Source: an optimization exercise on an open RTL-to-GDS flow (aim: small area and few clock cycles per item). Production flows keep margins and buffers that such runs may drop.
RTL that was checked went through simulation tests only; none was proved equivalent to the original.

==> lagoon: inputs <==
## hsv_adjust_pipe
module hsv_adjust_pipe #(
  parameter int          HW      = 25,
  parameter int          SW      = 18,
  parameter int          FRAC    = 16,
  parameter int unsigned HUE_MAX = 360 << FRAC
) (
  input  logic                 CLK,
  input  logic                 RST_N,
  input  logic                 IN_VALID,
  output logic                 IN_READY,
  input  logic                 IN_SOF,
  input  logic [HW-1:0]        H,
  input  logic [SW-1:0]        S,
  input  logic [SW-1:0]        V,
  input  logic                 CNTL_WR,
  input  logic signed [HW:0]   CNTL_HUE,
  input  logic signed [SW-1:0] CNTL_SAT,
  input  logic signed [SW-1:0] CNTL_VAL,
  input  logic                 CNTL_BYP,
  output logic                 OUT_VALID,
  input  logic                 OUT_READY,
  output logic                 OUT_SOF,
  output logic [HW-1:0]        HO,
  output logic [SW-1:0]        SO,
  output logic [SW-1:0]        VO
);
export LEC_CHECK = 0
export CAP_MARGIN = 20
export CORE_MARGIN = 2
export CORE_UTILIZATION = 45
export SLEW_MARGIN = 20
export SYNTH_HIERARCHICAL = 1
export SYNTH_MINIMUM_KEEP_SIZE = 0
create_clock -name core_clock -period 10.0 [get_ports {CLK}]
standard.sh (not shown) runs the stock make flow with config.mk's settings and CLKGATE_MAP_FILE= SYNTH_SCRIPT=/design/flow/synth_recipe.tcl, a recipe that flattens the netlist after the stock synthesis.
==> flow/flow/run.sh <==
#!/bin/bash
# Standard ORFS layout, with the port buffers made from the smallest buffer
# (every input and output port still gets its own buffer).
set -o pipefail
export BUFFER_PORTS_ARGS="-buffer_cell sky130_fd_sc_hd__buf_1"
bash standard.sh synth > synth.log 2>&1 || exit 1
bash standard.sh finish > layout.log 2>&1 || exit 1
==> inputs of indigo, as changes to lagoon <==
--- a/flow/design.v
+++ b/flow/design.v
@@ -47,14 +47,14 @@
                CNTL_VAL & {SW{~CNTL_BYP}}, CNTL_BYP};
     pend_nx = CNTL_WR ? wr_set : pend;
   end
   always_ff @(posedge CLK)
     pend <= pend_nx;
   always_ff @(posedge CLK)
-    if (take || zero)
-      act <= take ? pend_nx : '0;
+    if (take)
+      act <= pend_nx;
   always_ff @(posedge CLK or negedge RST_N) begin
     if (!RST_N) begin
       zero      <= 1'b1;
       byp       <= 1'b0;
       pend_flag <= 1'b0;
     end else begin
@@ -85,16 +85,16 @@
       b_sof <= IN_SOF;
       b_h   <= h_in;
       b_s   <= S;
       b_v   <= V;
     end
   end
-  hsv_adjust_gain u_sg (.x(b_s), .g(act.sat), .byp(byp), .y(SO));
-  hsv_adjust_gain u_vg (.x(b_v), .g(act.val), .byp(byp), .y(VO));
+  hsv_adjust_gain u_sg (.x(b_s), .g(act.sat), .z(zero), .byp(byp), .y(SO));
+  hsv_adjust_gain u_vg (.x(b_v), .g(act.val), .z(zero), .byp(byp), .y(VO));
   logic [HW-1:0] off;
-  assign off     = act.hue;
+  assign off     = act.hue & {HW{~zero}};
   assign OUT_SOF = b_sof;
   hsv_adjust_hue u_hue (.h(b_h), .off(off), .byp(byp), .y(HO));
 endmodule
 module hsv_adjust_hue (
   input  logic [24:0] h,
   input  logic [24:0] off,
@@ -127,14 +127,14 @@
   logic hs19;
   logic hc20;
   logic hs21;
   logic hc22;
   logic hs23;
   logic hc24;
-  logic hp25;
-  logic hg26;
+  logic hs25;
+  logic hc26;
   logic hp27;
   logic hg28;
   logic hp29;
   logic hg30;
   logic hp31;
   logic hg32;
@@ -159,25 +159,18 @@
   logic hg51;
   logic hp52;
   logic hg53;
   logic hp54;
   logic hg55;
   logic hp56;
-  logic hg57;
-  logic hp58;
-  logic hg59;
-  logic hp60;
-  logic hg61;
-  logic hp62;
-  logic hs63;
-  logic hs64;
-  logic hs65;
-  logic hs66;
-  logic hs67;
-  logic hs68;
-  logic hs69;
+  logic hs57;
+  logic hs58;
+  logic hs59;
+  logic hs60;
+  logic hs61;
+  logic hs62;
   assign clamp = 1'b0;
   assign hc = h[18:0] | {19{clamp}};
   assign hc_hi = clamp ? 6'd44 : h[24:19];
   hsv_adjust_ha u_hs1 (.a(hc[0]), .b(off[0]), .s(hs1), .c(hc2));
   hsv_adjust_fa u_hs3 (.a(hc[1]), .b(off[1]), .c(hc2), .s(hs3), .co(hc4));
   hsv_adjust_fa u_hs5 (.a(hc[2]), .b(off[2]), .c(hc4), .s(hs5), .co(hc6));
@@ -187,54 +180,49 @@
   hsv_adjust_fa u_hs13 (.a(hc[6]), .b(off[6]), .c(hc12), .s(hs13), .co(hc14));
   hsv_adjust_fa u_hs15 (.a(hc[7]), .b(off[7]), .c(hc14), .s(hs15), .co(hc16));
   hsv_adjust_fa u_hs17 (.a(hc[8]), .b(off[8]), .c(hc16), .s(hs17), .co(hc18));
   hsv_adjust_fa u_hs19 (.a(hc[9]), .b(off[9]), .c(hc18), .s(hs19), .co(hc20));
   hsv_adjust_fa u_hs21 (.a(hc[10]), .b(off[10]), .c(hc20), .s(hs21), .co(hc22));
   hsv_adjust_fa u_hs23 (.a(hc[11]), .b(off[11]), .c(hc22), .s(hs23), .co(hc24));
-  hsv_adjust_ha u_hp25 (.a(hc[12]), .b(off[12]), .s(hp25), .c(hg26));
+  hsv_adjust_fa u_hs25 (.a(hc[12]), .b(off[12]), .c(hc24), .s(hs25), .co(hc26));
   hsv_adjust_ha u_hp27 (.a(hc[13]), .b(off[13]), .s(hp27), .c(hg28));
   hsv_adjust_ha u_hp29 (.a(hc[14]), .b(off[14]), .s(hp29), .c(hg30));
   hsv_adjust_ha u_hp31 (.a(hc[15]), .b(off[15]), .s(hp31), .c(hg32));
   hsv_adjust_ha u_hp33 (.a(hc[16]), .b(off[16]), .s(hp33), .c(hg34));
   hsv_adjust_ha u_hp35 (.a(hc[17]), .b(off[17]), .s(hp35), .c(hg36));
   hsv_adjust_ha u_hp37 (.a(hc[18]), .b(off[18]), .s(hp37), .c(hg38));
-  assign hg39 = hg26 | (hp25 & hc24);
-  assign hg41 = hg30 | (hp29 & hg28);
-  assign hp42 = hp29 & hp27;
-  assign hg43 = hg34 | (hp33 & hg32);
-  assign hp44 = hp33 & hp31;
-  assign hg45 = hg38 | (hp37 & hg36);
-  assign hp46 = hp37 & hp35;
-  assign hg47 = hg28 | (hp27 & hg39);
-  assign hg49 = hg41 | (hp42 & hg39);
-  assign hg51 = hg36 | (hp35 & hg43);
-  assign hp52 = hp35 & hp44;
-  assign hg53 = hg45 | (hp46 & hg43);
-  assign hp54 = hp46 & hp44;
-  assign hg55 = hg32 | (hp31 & hg49);
-  assign hg57 = hg43 | (hp44 & hg49);
-  assign hg59 = hg51 | (hp52 & hg49);
-  assign hg61 = hg53 | (hp54 & hg49);
-  assign hs63 = hp25 ^ hc24;
-  assign hs64 = hp27 ^ hg39;
-  assign hs65 = hp29 ^ hg47;
-  assign hs66 = hp31 ^ hg49;
-  assign hs67 = hp33 ^ hg55;
-  assign hs68 = hp35 ^ hg57;
-  assign hs69 = hp37 ^ hg59;
-  assign c19 = hg61;
-  assign y[18:0] = {hs69, hs68, hs67, hs66, hs65, hs64, hs63, hs23, hs21, hs19, hs17, hs15, hs13, hs11, hs9, hs7, hs5, hs3, hs1};
+  assign hg39 = hg28 | (hp27 & hc26);
+  assign hg41 = hg32 | (hp31 & hg30);
+  assign hp42 = hp31 & hp29;
+  assign hg43 = hg36 | (hp35 & hg34);
+  assign hp44 = hp35 & hp33;
+  assign hg45 = hg30 | (hp29 & hg39);
+  assign hg47 = hg41 | (hp42 & hg39);
+  assign hg49 = hg38 | (hp37 & hg43);
+  assign hp50 = hp37 & hp44;
+  assign hg51 = hg34 | (hp33 & hg47);
+  assign hg53 = hg43 | (hp44 & hg47);
+  assign hg55 = hg49 | (hp50 & hg47);
+  assign hs57 = hp27 ^ hc26;
+  assign hs58 = hp29 ^ hg39;
+  assign hs59 = hp31 ^ hg45;
+  assign hs60 = hp33 ^ hg47;
+  assign hs61 = hp35 ^ hg51;
+  assign hs62 = hp37 ^ hg53;
+  assign c19 = hg55;
+  assign y[18:0] = {hs62, hs61, hs60, hs59, hs58, hs57, hs25, hs23, hs21, hs19, hs17, hs15, hs13, hs11, hs9, hs7, hs5, hs3, hs1};
   assign t0 = {1'b0, hc_hi} + {1'b0, off[24:19]} + {6'd0, c19};
   assign r0 = (~byp & (t0 >= 7'd45)) ? 6'(t0 - 7'd45) : t0[5:0];
   assign t1 = '0;
   assign r1 = '0;
   assign y[24:19] = r0;
 endmodule
 module hsv_adjust_gain (
   input  logic [17:0] x,
   input  logic [17:0] g,
+  input  logic        z,      
   input  logic        byp,    
   output logic [17:0] y
 );
   logic [15:0] ge;
   logic m16, m17, neg, ovf, kill;
   logic [15:0] sn;
@@ -1091,16 +1079,16 @@
   logic sum851;
   logic sum852;
   logic sum853;
   logic sum854;
   logic sum855;
   logic sum856;
-  assign ge  = g[15:0];
-  assign m16 = g[17:16] == 2'b00;
-  assign m17 = g[17:16] == 2'b01;
-  assign neg = g[17:16] == 2'b10;
+  assign ge  = g[15:0] & {16{~z}};
+  assign m16 = (g[17:16] == 2'b00) | z;
+  assign m17 = (g[17:16] == 2'b01) & ~z;
+  assign neg = (g[17:16] == 2'b10) & ~z;
   assign pp1 = ~((x[0] & ge[0]));
   assign pp2 = ~((x[0] & ge[1]));
   assign pp3 = ~((x[1] & ge[0]));
   assign pp4 = ~((x[0] & ge[2]));
   assign pp5 = ~((x[1] & ge[1]));
   assign pp6 = ~((x[2] & ge[0]));
==> summary of the runs <==
lagoon produced a layout that fails on setup timing. indigo finished but fails on setup timing.
In indigo the fmax is lower than in lagoon, by 4.2%.
Against lagoon, the sequential share of layout area of indigo is lower by 0.061 points.
In lagoon the critical path depth is lower than in indigo, by 2.
Against indigo, the count of clock-buffer cells in the layout of lagoon is lower by 6.
Function was not checked in any run of this note: the RTL went through the layout flow alone.

---

==> wip/garnet: inputs <==
Another version of the RTL of hsv_adjust_pipe (not shown whole).
export LEC_CHECK = 0
export CAP_MARGIN = 20
export CORE_MARGIN = 2
export CORE_UTILIZATION = 45
export SLEW_MARGIN = 20
export SYNTH_HIERARCHICAL = 1
export SYNTH_MINIMUM_KEEP_SIZE = 0
create_clock -name core_clock -period 10.0 [get_ports {CLK}]
Scripts as last shown in full above: flow/flow/run.sh
==> inputs of wip/willow, as changes to wip/garnet <==
--- a/flow/design.v
+++ b/flow/design.v
@@ -31,37 +31,37 @@
     logic [HW-1:0] hue;
     logic [SW-1:0] sat;
     logic [SW-1:0] val;
     logic          byp;
   } cntl_t;
-  logic  accept, take, pend_flag, zero, byp;
+  logic  accept, take, pend_flag;
   logic  [HW:0] hue_norm;
   cntl_t wr_set, pend, pend_nx, act;
   assign IN_READY = ~OUT_VALID | OUT_READY;
   assign accept   = IN_VALID & IN_READY;
   assign take     = accept & IN_SOF & (pend_flag | CNTL_WR);
   always_comb begin
     hue_norm = CNTL_HUE;
     if (CNTL_HUE[HW])
       hue_norm = CNTL_HUE + HMAX;
-    wr_set  = {hue_norm[HW-1:0] & {HW{~CNTL_BYP}}, CNTL_SAT & {SW{~CNTL_BYP}},
-               CNTL_VAL & {SW{~CNTL_BYP}}, CNTL_BYP};
+    wr_set  = {hue_norm[HW-1:0], CNTL_SAT, CNTL_VAL, CNTL_BYP};
     pend_nx = CNTL_WR ? wr_set : pend;
   end
   always_ff @(posedge CLK)
     pend <= pend_nx;
   always_ff @(posedge CLK)
     if (take)
       act <= pend_nx;
+  logic zero, byp;
   always_ff @(posedge CLK or negedge RST_N) begin
     if (!RST_N) begin
       zero      <= 1'b1;
       byp       <= 1'b0;
       pend_flag <= 1'b0;
     end else begin
       if (take) begin
-        zero      <= 1'b0;
+        zero      <= pend_nx.byp;
         byp       <= pend_nx.byp;
         pend_flag <= 1'b0;
       end else if (CNTL_WR) begin
         pend_flag <= 1'b1;
       end
@@ -74,18 +74,14 @@
     if (!RST_N)
       OUT_VALID <= 1'b0;
     else if (IN_READY)
       OUT_VALID <= IN_VALID;
   end
-  logic          byp_use;
-  logic [HW-1:0] h_in;
-  assign byp_use = take ? pend_nx.byp : byp;
-  assign h_in    = (!byp_use && {1'b0, H} >= HMAX) ? HLAST : H;
   always_ff @(posedge CLK) begin
     if (IN_READY) begin
       b_sof <= IN_SOF;
-      b_h   <= h_in;
+      b_h   <= H;
       b_s   <= S;
       b_v   <= V;
     end
   end
   hsv_adjust_gain u_sg (.x(b_s), .g(act.sat), .z(zero), .byp(byp), .y(SO));
@@ -120,16 +116,16 @@
   logic hc12;
   logic hs13;
   logic hc14;
   logic hs15;
   logic hc16;
-  logic hs17;
-  logic hc18;
-  logic hs19;
-  logic hc20;
-  logic hs21;
-  logic hc22;
+  logic hp17;
+  logic hg18;
+  logic hp19;
+  logic hg20;
+  logic hp21;
+  logic hg22;
   logic hp23;
   logic hg24;
   logic hp25;
   logic hg26;
   logic hp27;
@@ -168,68 +164,99 @@
   logic hp60;
   logic hg61;
   logic hp62;
   logic hg63;
   logic hp64;
-  logic hs65;
-  logic hs66;
-  logic hs67;
-  logic hs68;
-  logic hs69;
-  logic hs70;
-  logic hs71;
-  logic hs72;
-  assign clamp = 1'b0;
+  logic hg65;
+  logic hp66;
+  logic hg67;
+  logic hp68;
+  logic hg69;
+  logic hp70;
+  logic hg71;
+  logic hp72;
+  logic hg73;
+  logic hp74;
+  logic hg75;
+  logic hp76;
+  logic hg77;
+  logic hp78;
+  logic hs79;
+  logic hs80;
+  logic hs81;
+  logic hs82;
+  logic hs83;
+  logic hs84;
+  logic hs85;
+  logic hs86;
+  logic hs87;
+  logic hs88;
+  logic hs89;
+  assign clamp = ~byp & (h[24:19] >= 6'd45);
   assign hc = h[18:0] | {19{clamp}};
   assign hc_hi = clamp ? 6'd44 : h[24:19];
   hsv_adjust_ha u_hs1 (.a(hc[0]), .b(off[0]), .s(hs1), .c(hc2));
   hsv_adjust_fa u_hs3 (.a(hc[1]), .b(off[1]), .c(hc2), .s(hs3), .co(hc4));
   hsv_adjust_fa u_hs5 (.a(hc[2]), .b(off[2]), .c(hc4), .s(hs5), .co(hc6));
   hsv_adjust_fa u_hs7 (.a(hc[3]), .b(off[3]), .c(hc6), .s(hs7), .co(hc8));
   hsv_adjust_fa u_hs9 (.a(hc[4]), .b(off[4]), .c(hc8), .s(hs9), .co(hc10));
   hsv_adjust_fa u_hs11 (.a(hc[5]), .b(off[5]), .c(hc10), .s(hs11), .co(hc12));
   hsv_adjust_fa u_hs13 (.a(hc[6]), .b(off[6]), .c(hc12), .s(hs13), .co(hc14));
   hsv_adjust_fa u_hs15 (.a(hc[7]), .b(off[7]), .c(hc14), .s(hs15), .co(hc16));
-  hsv_adjust_fa u_hs17 (.a(hc[8]), .b(off[8]), .c(hc16), .s(hs17), .co(hc18));
-  hsv_adjust_fa u_hs19 (.a(hc[9]), .b(off[9]), .c(hc18), .s(hs19), .co(hc20));
-  hsv_adjust_fa u_hs21 (.a(hc[10]), .b(off[10]), .c(hc20), .s(hs21), .co(hc22));
+  hsv_adjust_ha u_hp17 (.a(hc[8]), .b(off[8]), .s(hp17), .c(hg18));
+  hsv_adjust_ha u_hp19 (.a(hc[9]), .b(off[9]), .s(hp19), .c(hg20));
+  hsv_adjust_ha u_hp21 (.a(hc[10]), .b(off[10]), .s(hp21), .c(hg22));
   hsv_adjust_ha u_hp23 (.a(hc[11]), .b(off[11]), .s(hp23), .c(hg24));
   hsv_adjust_ha u_hp25 (.a(hc[12]), .b(off[12]), .s(hp25), .c(hg26));
   hsv_adjust_ha u_hp27 (.a(hc[13]), .b(off[13]), .s(hp27), .c(hg28));
   hsv_adjust_ha u_hp29 (.a(hc[14]), .b(off[14]), .s(hp29), .c(hg30));
   hsv_adjust_ha u_hp31 (.a(hc[15]), .b(off[15]), .s(hp31), .c(hg32));
   hsv_adjust_ha u_hp33 (.a(hc[16]), .b(off[16]), .s(hp33), .c(hg34));
   hsv_adjust_ha u_hp35 (.a(hc[17]), .b(off[17]), .s(hp35), .c(hg36));
   hsv_adjust_ha u_hp37 (.a(hc[18]), .b(off[18]), .s(hp37), .c(hg38));
-  assign hg39 = hg24 | (hp23 & hc22);
-  assign hg41 = hg28 | (hp27 & hg26);
-  assign hp42 = hp27 & hp25;
-  assign hg43 = hg32 | (hp31 & hg30);
-  assign hp44 = hp31 & hp29;
-  assign hg45 = hg36 | (hp35 & hg34);
-  assign hp46 = hp35 & hp33;
-  assign hg47 = hg26 | (hp25 & hg39);
-  assign hg49 = hg41 | (hp42 & hg39);
-  assign hg51 = hg34 | (hp33 & hg43);
-  assign hp52 = hp33 & hp44;
-  assign hg53 = hg45 | (hp46 & hg43);
-  assign hp54 = hp46 & hp44;
-  assign hg55 = hg30 | (hp29 & hg49);
-  assign hg57 = hg43 | (hp44 & hg49);
-  assign hg59 = hg51 | (hp52 & hg49);
-  assign hg61 = hg53 | (hp54 & hg49);
-  assign hg63 = hg38 | (hp37 & hg61);
-  assign hs65 = hp23 ^ hc22;
-  assign hs66 = hp25 ^ hg39;
-  assign hs67 = hp27 ^ hg47;
-  assign hs68 = hp29 ^ hg49;
-  assign hs69 = hp31 ^ hg55;
-  assign hs70 = hp33 ^ hg57;
-  assign hs71 = hp35 ^ hg59;
-  assign hs72 = hp37 ^ hg61;
-  assign c19 = hg63;
-  assign y[18:0] = {hs72, hs71, hs70, hs69, hs68, hs67, hs66, hs65, hs21, hs19, hs17, hs15, hs13, hs11, hs9, hs7, hs5, hs3, hs1};
+  assign hg39 = hg18 | (hp17 & hc16);
+  assign hg41 = hg22 | (hp21 & hg20);
+  assign hp42 = hp21 & hp19;
+  assign hg43 = hg26 | (hp25 & hg24);
+  assign hp44 = hp25 & hp23;
+  assign hg45 = hg30 | (hp29 & hg28);
+  assign hp46 = hp29 & hp27;
+  assign hg47 = hg34 | (hp33 & hg32);
+  assign hp48 = hp33 & hp31;
+  assign hg49 = hg38 | (hp37 & hg36);
+  assign hp50 = hp37 & hp35;
+  assign hg51 = hg20 | (hp19 & hg39);
+  assign hg53 = hg41 | (hp42 & hg39);
+  assign hg55 = hg28 | (hp27 & hg43);
+  assign hp56 = hp27 & hp44;
+  assign hg57 = hg45 | (hp46 & hg43);
+  assign hp58 = hp46 & hp44;
+  assign hg59 = hg36 | (hp35 & hg47);
+  assign hp60 = hp35 & hp48;
+  assign hg61 = hg49 | (hp50 & hg47);
+  assign hp62 = hp50 & hp48;
+  assign hg63 = hg24 | (hp23 & hg53);
+  assign hg65 = hg43 | (hp44 & hg53);
+  assign hg67 = hg55 | (hp56 & hg53);
+  assign hg69 = hg57 | (hp58 & hg53);
+  assign hg71 = hg32 | (hp31 & hg69);
+  assign hg73 = hg47 | (hp48 & hg69);
+  assign hg75 = hg59 | (hp60 & hg69);
+  assign hg77 = hg61 | (hp62 & hg69);
+  assign hs79 = hp17 ^ hc16;
+  assign hs80 = hp19 ^ hg39;
+  assign hs81 = hp21 ^ hg51;
+  assign hs82 = hp23 ^ hg53;
+  assign hs83 = hp25 ^ hg63;
+  assign hs84 = hp27 ^ hg65;
+  assign hs85 = hp29 ^ hg67;
+  assign hs86 = hp31 ^ hg69;
+  assign hs87 = hp33 ^ hg71;
+  assign hs88 = hp35 ^ hg73;
+  assign hs89 = hp37 ^ hg75;
+  assign c19 = hg77;
+  assign y[18:0] = {hs89, hs88, hs87, hs86, hs85, hs84, hs83, hs82, hs81, hs80, hs79, hs15, hs13, hs11, hs9, hs7, hs5, hs3, hs1};
   assign t0 = {1'b0, hc_hi} + {1'b0, off[24:19]} + {6'd0, c19};
   assign r0 = (~byp & (t0 >= 7'd45)) ? 6'(t0 - 7'd45) : t0[5:0];
   assign t1 = '0;
   assign r1 = '0;
   assign y[24:19] = r0;
CORE_UTILIZATION = 40   (was 45)
==> inputs of wip/cedar, as changes to wip/garnet <==
--- a/flow/design.v
+++ b/flow/design.v
@@ -31,11 +31,11 @@
     logic [HW-1:0] hue;
     logic [SW-1:0] sat;
     logic [SW-1:0] val;
     logic          byp;
   } cntl_t;
-  logic  accept, take, pend_flag, zero, byp;
+  logic  accept, take, pend_flag;
   logic  [HW:0] hue_norm;
   cntl_t wr_set, pend, pend_nx, act;
   assign IN_READY = ~OUT_VALID | OUT_READY;
   assign accept   = IN_VALID & IN_READY;
   assign take     = accept & IN_SOF & (pend_flag | CNTL_WR);
@@ -50,10 +50,11 @@
   always_ff @(posedge CLK)
     pend <= pend_nx;
   always_ff @(posedge CLK)
     if (take)
       act <= pend_nx;
+  logic zero, byp;
   always_ff @(posedge CLK or negedge RST_N) begin
     if (!RST_N) begin
       zero      <= 1'b1;
       byp       <= 1'b0;
       pend_flag <= 1'b0;
@@ -74,18 +75,14 @@
     if (!RST_N)
       OUT_VALID <= 1'b0;
     else if (IN_READY)
       OUT_VALID <= IN_VALID;
   end
-  logic          byp_use;
-  logic [HW-1:0] h_in;
-  assign byp_use = take ? pend_nx.byp : byp;
-  assign h_in    = (!byp_use && {1'b0, H} >= HMAX) ? HLAST : H;
   always_ff @(posedge CLK) begin
     if (IN_READY) begin
       b_sof <= IN_SOF;
-      b_h   <= h_in;
+      b_h   <= H;
       b_s   <= S;
       b_v   <= V;
     end
   end
   hsv_adjust_gain u_sg (.x(b_s), .g(act.sat), .z(zero), .byp(byp), .y(SO));
@@ -120,16 +117,16 @@
   logic hc12;
   logic hs13;
   logic hc14;
   logic hs15;
   logic hc16;
-  logic hs17;
-  logic hc18;
-  logic hs19;
-  logic hc20;
-  logic hs21;
-  logic hc22;
+  logic hp17;
+  logic hg18;
+  logic hp19;
+  logic hg20;
+  logic hp21;
+  logic hg22;
   logic hp23;
   logic hg24;
   logic hp25;
   logic hg26;
   logic hp27;
@@ -168,68 +165,99 @@
   logic hp60;
   logic hg61;
   logic hp62;
   logic hg63;
   logic hp64;
-  logic hs65;
-  logic hs66;
-  logic hs67;
-  logic hs68;
-  logic hs69;
-  logic hs70;
-  logic hs71;
-  logic hs72;
-  assign clamp = 1'b0;
+  logic hg65;
+  logic hp66;
+  logic hg67;
+  logic hp68;
+  logic hg69;
+  logic hp70;
+  logic hg71;
+  logic hp72;
+  logic hg73;
+  logic hp74;
+  logic hg75;
+  logic hp76;
+  logic hg77;
+  logic hp78;
+  logic hs79;
+  logic hs80;
+  logic hs81;
+  logic hs82;
+  logic hs83;
+  logic hs84;
+  logic hs85;
+  logic hs86;
+  logic hs87;
+  logic hs88;
+  logic hs89;
+  assign clamp = ~byp & (h[24:19] >= 6'd45);
   assign hc = h[18:0] | {19{clamp}};
   assign hc_hi = clamp ? 6'd44 : h[24:19];
   hsv_adjust_ha u_hs1 (.a(hc[0]), .b(off[0]), .s(hs1), .c(hc2));
   hsv_adjust_fa u_hs3 (.a(hc[1]), .b(off[1]), .c(hc2), .s(hs3), .co(hc4));
   hsv_adjust_fa u_hs5 (.a(hc[2]), .b(off[2]), .c(hc4), .s(hs5), .co(hc6));
   hsv_adjust_fa u_hs7 (.a(hc[3]), .b(off[3]), .c(hc6), .s(hs7), .co(hc8));
   hsv_adjust_fa u_hs9 (.a(hc[4]), .b(off[4]), .c(hc8), .s(hs9), .co(hc10));
   hsv_adjust_fa u_hs11 (.a(hc[5]), .b(off[5]), .c(hc10), .s(hs11), .co(hc12));
   hsv_adjust_fa u_hs13 (.a(hc[6]), .b(off[6]), .c(hc12), .s(hs13), .co(hc14));
   hsv_adjust_fa u_hs15 (.a(hc[7]), .b(off[7]), .c(hc14), .s(hs15), .co(hc16));
-  hsv_adjust_fa u_hs17 (.a(hc[8]), .b(off[8]), .c(hc16), .s(hs17), .co(hc18));
-  hsv_adjust_fa u_hs19 (.a(hc[9]), .b(off[9]), .c(hc18), .s(hs19), .co(hc20));
-  hsv_adjust_fa u_hs21 (.a(hc[10]), .b(off[10]), .c(hc20), .s(hs21), .co(hc22));
+  hsv_adjust_ha u_hp17 (.a(hc[8]), .b(off[8]), .s(hp17), .c(hg18));
+  hsv_adjust_ha u_hp19 (.a(hc[9]), .b(off[9]), .s(hp19), .c(hg20));
+  hsv_adjust_ha u_hp21 (.a(hc[10]), .b(off[10]), .s(hp21), .c(hg22));
   hsv_adjust_ha u_hp23 (.a(hc[11]), .b(off[11]), .s(hp23), .c(hg24));
   hsv_adjust_ha u_hp25 (.a(hc[12]), .b(off[12]), .s(hp25), .c(hg26));
   hsv_adjust_ha u_hp27 (.a(hc[13]), .b(off[13]), .s(hp27), .c(hg28));
   hsv_adjust_ha u_hp29 (.a(hc[14]), .b(off[14]), .s(hp29), .c(hg30));
   hsv_adjust_ha u_hp31 (.a(hc[15]), .b(off[15]), .s(hp31), .c(hg32));
   hsv_adjust_ha u_hp33 (.a(hc[16]), .b(off[16]), .s(hp33), .c(hg34));
   hsv_adjust_ha u_hp35 (.a(hc[17]), .b(off[17]), .s(hp35), .c(hg36));
   hsv_adjust_ha u_hp37 (.a(hc[18]), .b(off[18]), .s(hp37), .c(hg38));
-  assign hg39 = hg24 | (hp23 & hc22);
-  assign hg41 = hg28 | (hp27 & hg26);
-  assign hp42 = hp27 & hp25;
-  assign hg43 = hg32 | (hp31 & hg30);
-  assign hp44 = hp31 & hp29;
-  assign hg45 = hg36 | (hp35 & hg34);
-  assign hp46 = hp35 & hp33;
-  assign hg47 = hg26 | (hp25 & hg39);
-  assign hg49 = hg41 | (hp42 & hg39);
-  assign hg51 = hg34 | (hp33 & hg43);
-  assign hp52 = hp33 & hp44;
-  assign hg53 = hg45 | (hp46 & hg43);
-  assign hp54 = hp46 & hp44;
-  assign hg55 = hg30 | (hp29 & hg49);
-  assign hg57 = hg43 | (hp44 & hg49);
-  assign hg59 = hg51 | (hp52 & hg49);
-  assign hg61 = hg53 | (hp54 & hg49);
-  assign hg63 = hg38 | (hp37 & hg61);
-  assign hs65 = hp23 ^ hc22;
-  assign hs66 = hp25 ^ hg39;
-  assign hs67 = hp27 ^ hg47;
-  assign hs68 = hp29 ^ hg49;
-  assign hs69 = hp31 ^ hg55;
-  assign hs70 = hp33 ^ hg57;
-  assign hs71 = hp35 ^ hg59;
-  assign hs72 = hp37 ^ hg61;
-  assign c19 = hg63;
-  assign y[18:0] = {hs72, hs71, hs70, hs69, hs68, hs67, hs66, hs65, hs21, hs19, hs17, hs15, hs13, hs11, hs9, hs7, hs5, hs3, hs1};
+  assign hg39 = hg18 | (hp17 & hc16);
+  assign hg41 = hg22 | (hp21 & hg20);
+  assign hp42 = hp21 & hp19;
+  assign hg43 = hg26 | (hp25 & hg24);
+  assign hp44 = hp25 & hp23;
+  assign hg45 = hg30 | (hp29 & hg28);
+  assign hp46 = hp29 & hp27;
+  assign hg47 = hg34 | (hp33 & hg32);
+  assign hp48 = hp33 & hp31;
+  assign hg49 = hg38 | (hp37 & hg36);
+  assign hp50 = hp37 & hp35;
+  assign hg51 = hg20 | (hp19 & hg39);
+  assign hg53 = hg41 | (hp42 & hg39);
+  assign hg55 = hg28 | (hp27 & hg43);
+  assign hp56 = hp27 & hp44;
+  assign hg57 = hg45 | (hp46 & hg43);
+  assign hp58 = hp46 & hp44;
+  assign hg59 = hg36 | (hp35 & hg47);
+  assign hp60 = hp35 & hp48;
+  assign hg61 = hg49 | (hp50 & hg47);
+  assign hp62 = hp50 & hp48;
+  assign hg63 = hg24 | (hp23 & hg53);
+  assign hg65 = hg43 | (hp44 & hg53);
+  assign hg67 = hg55 | (hp56 & hg53);
+  assign hg69 = hg57 | (hp58 & hg53);
+  assign hg71 = hg32 | (hp31 & hg69);
+  assign hg73 = hg47 | (hp48 & hg69);
+  assign hg75 = hg59 | (hp60 & hg69);
+  assign hg77 = hg61 | (hp62 & hg69);
+  assign hs79 = hp17 ^ hc16;
+  assign hs80 = hp19 ^ hg39;
+  assign hs81 = hp21 ^ hg51;
+  assign hs82 = hp23 ^ hg53;
+  assign hs83 = hp25 ^ hg63;
+  assign hs84 = hp27 ^ hg65;
+  assign hs85 = hp29 ^ hg67;
+  assign hs86 = hp31 ^ hg69;
+  assign hs87 = hp33 ^ hg71;
+  assign hs88 = hp35 ^ hg73;
+  assign hs89 = hp37 ^ hg75;
+  assign c19 = hg77;
+  assign y[18:0] = {hs89, hs88, hs87, hs86, hs85, hs84, hs83, hs82, hs81, hs80, hs79, hs15, hs13, hs11, hs9, hs7, hs5, hs3, hs1};
   assign t0 = {1'b0, hc_hi} + {1'b0, off[24:19]} + {6'd0, c19};
   assign r0 = (~byp & (t0 >= 7'd45)) ? 6'(t0 - 7'd45) : t0[5:0];
   assign t1 = '0;
   assign r1 = '0;
   assign y[24:19] = r0;
CORE_UTILIZATION = 40   (was 45)
==> summary of the runs <==
wip/cedar completed without violations. wip/willow ran to the end with no violations. wip/garnet finished with setup timing left. Core utilization, highest first: wip/garnet, wip/cedar, wip/willow. In sequential cell count, wip/willow and wip/garnet do not differ. Critical path depth is the same in wip/willow and wip/cedar. Setup slack: wip/garnet < wip/willow < wip/cedar. The lowest final cell count belongs to wip/garnet, the highest to wip/willow. Die area: wip/willow > wip/cedar > wip/garnet. Maximum frequency is about the same in wip/cedar and wip/willow. Of wip/willow and wip/cedar, wip/cedar has the higher wire length (gap 1.8%, measured against wip/cedar). The lowest via count belongs to wip/willow, the highest to wip/cedar.
Testbench counts of wip/willow, summed over its fixed seeds: cycles 16,008, items 16,000.
Testbench counts of wip/cedar, summed over its fixed seeds: cycles 16,008, items 16,000.
For wip/garnet, only the layout was checked, not whether the RTL still works.

static timing again, ports no longer ideal:
The results above use ideal ports. As a check the final layouts listed here were re-extracted and re-timed, cells and wires unchanged. Step 1 sets driving cells, clkbuf_16 on the clock port and buf_2 on the other inputs (assumed; they add their load-dependent delay and slew). Step 2 times the ports against the registers' clock, not the clock port: input delays grow and output delays shrink by t, the midpoint of the rising clock arrivals with the driver on. Slacks: ideal ports / drivers / drivers and shift; pairs: ideal ports / drivers.
run | t, ns | setup slack, ns | worst setup path at the end | latest minus earliest clock arrival (ns)
lagoon | 0.518 | -0.021 / -0.073 / 0.445 | register to output | 0.027 / 0.027
indigo | 0.528 | -0.458 / -0.515 / 0.013 | register to output | 0.014 / 0.014
wip/garnet | 0.520 | -0.432 / -0.488 / 0.032 | register to output | 0.033 / 0.032
wip/willow | 0.549 | 0.239 / 0.185 / 0.734 | register to output | 0.017 / 0.018
wip/cedar | 0.541 | 0.250 / 0.198 / 0.739 | register to output | 0.014 / 0.014
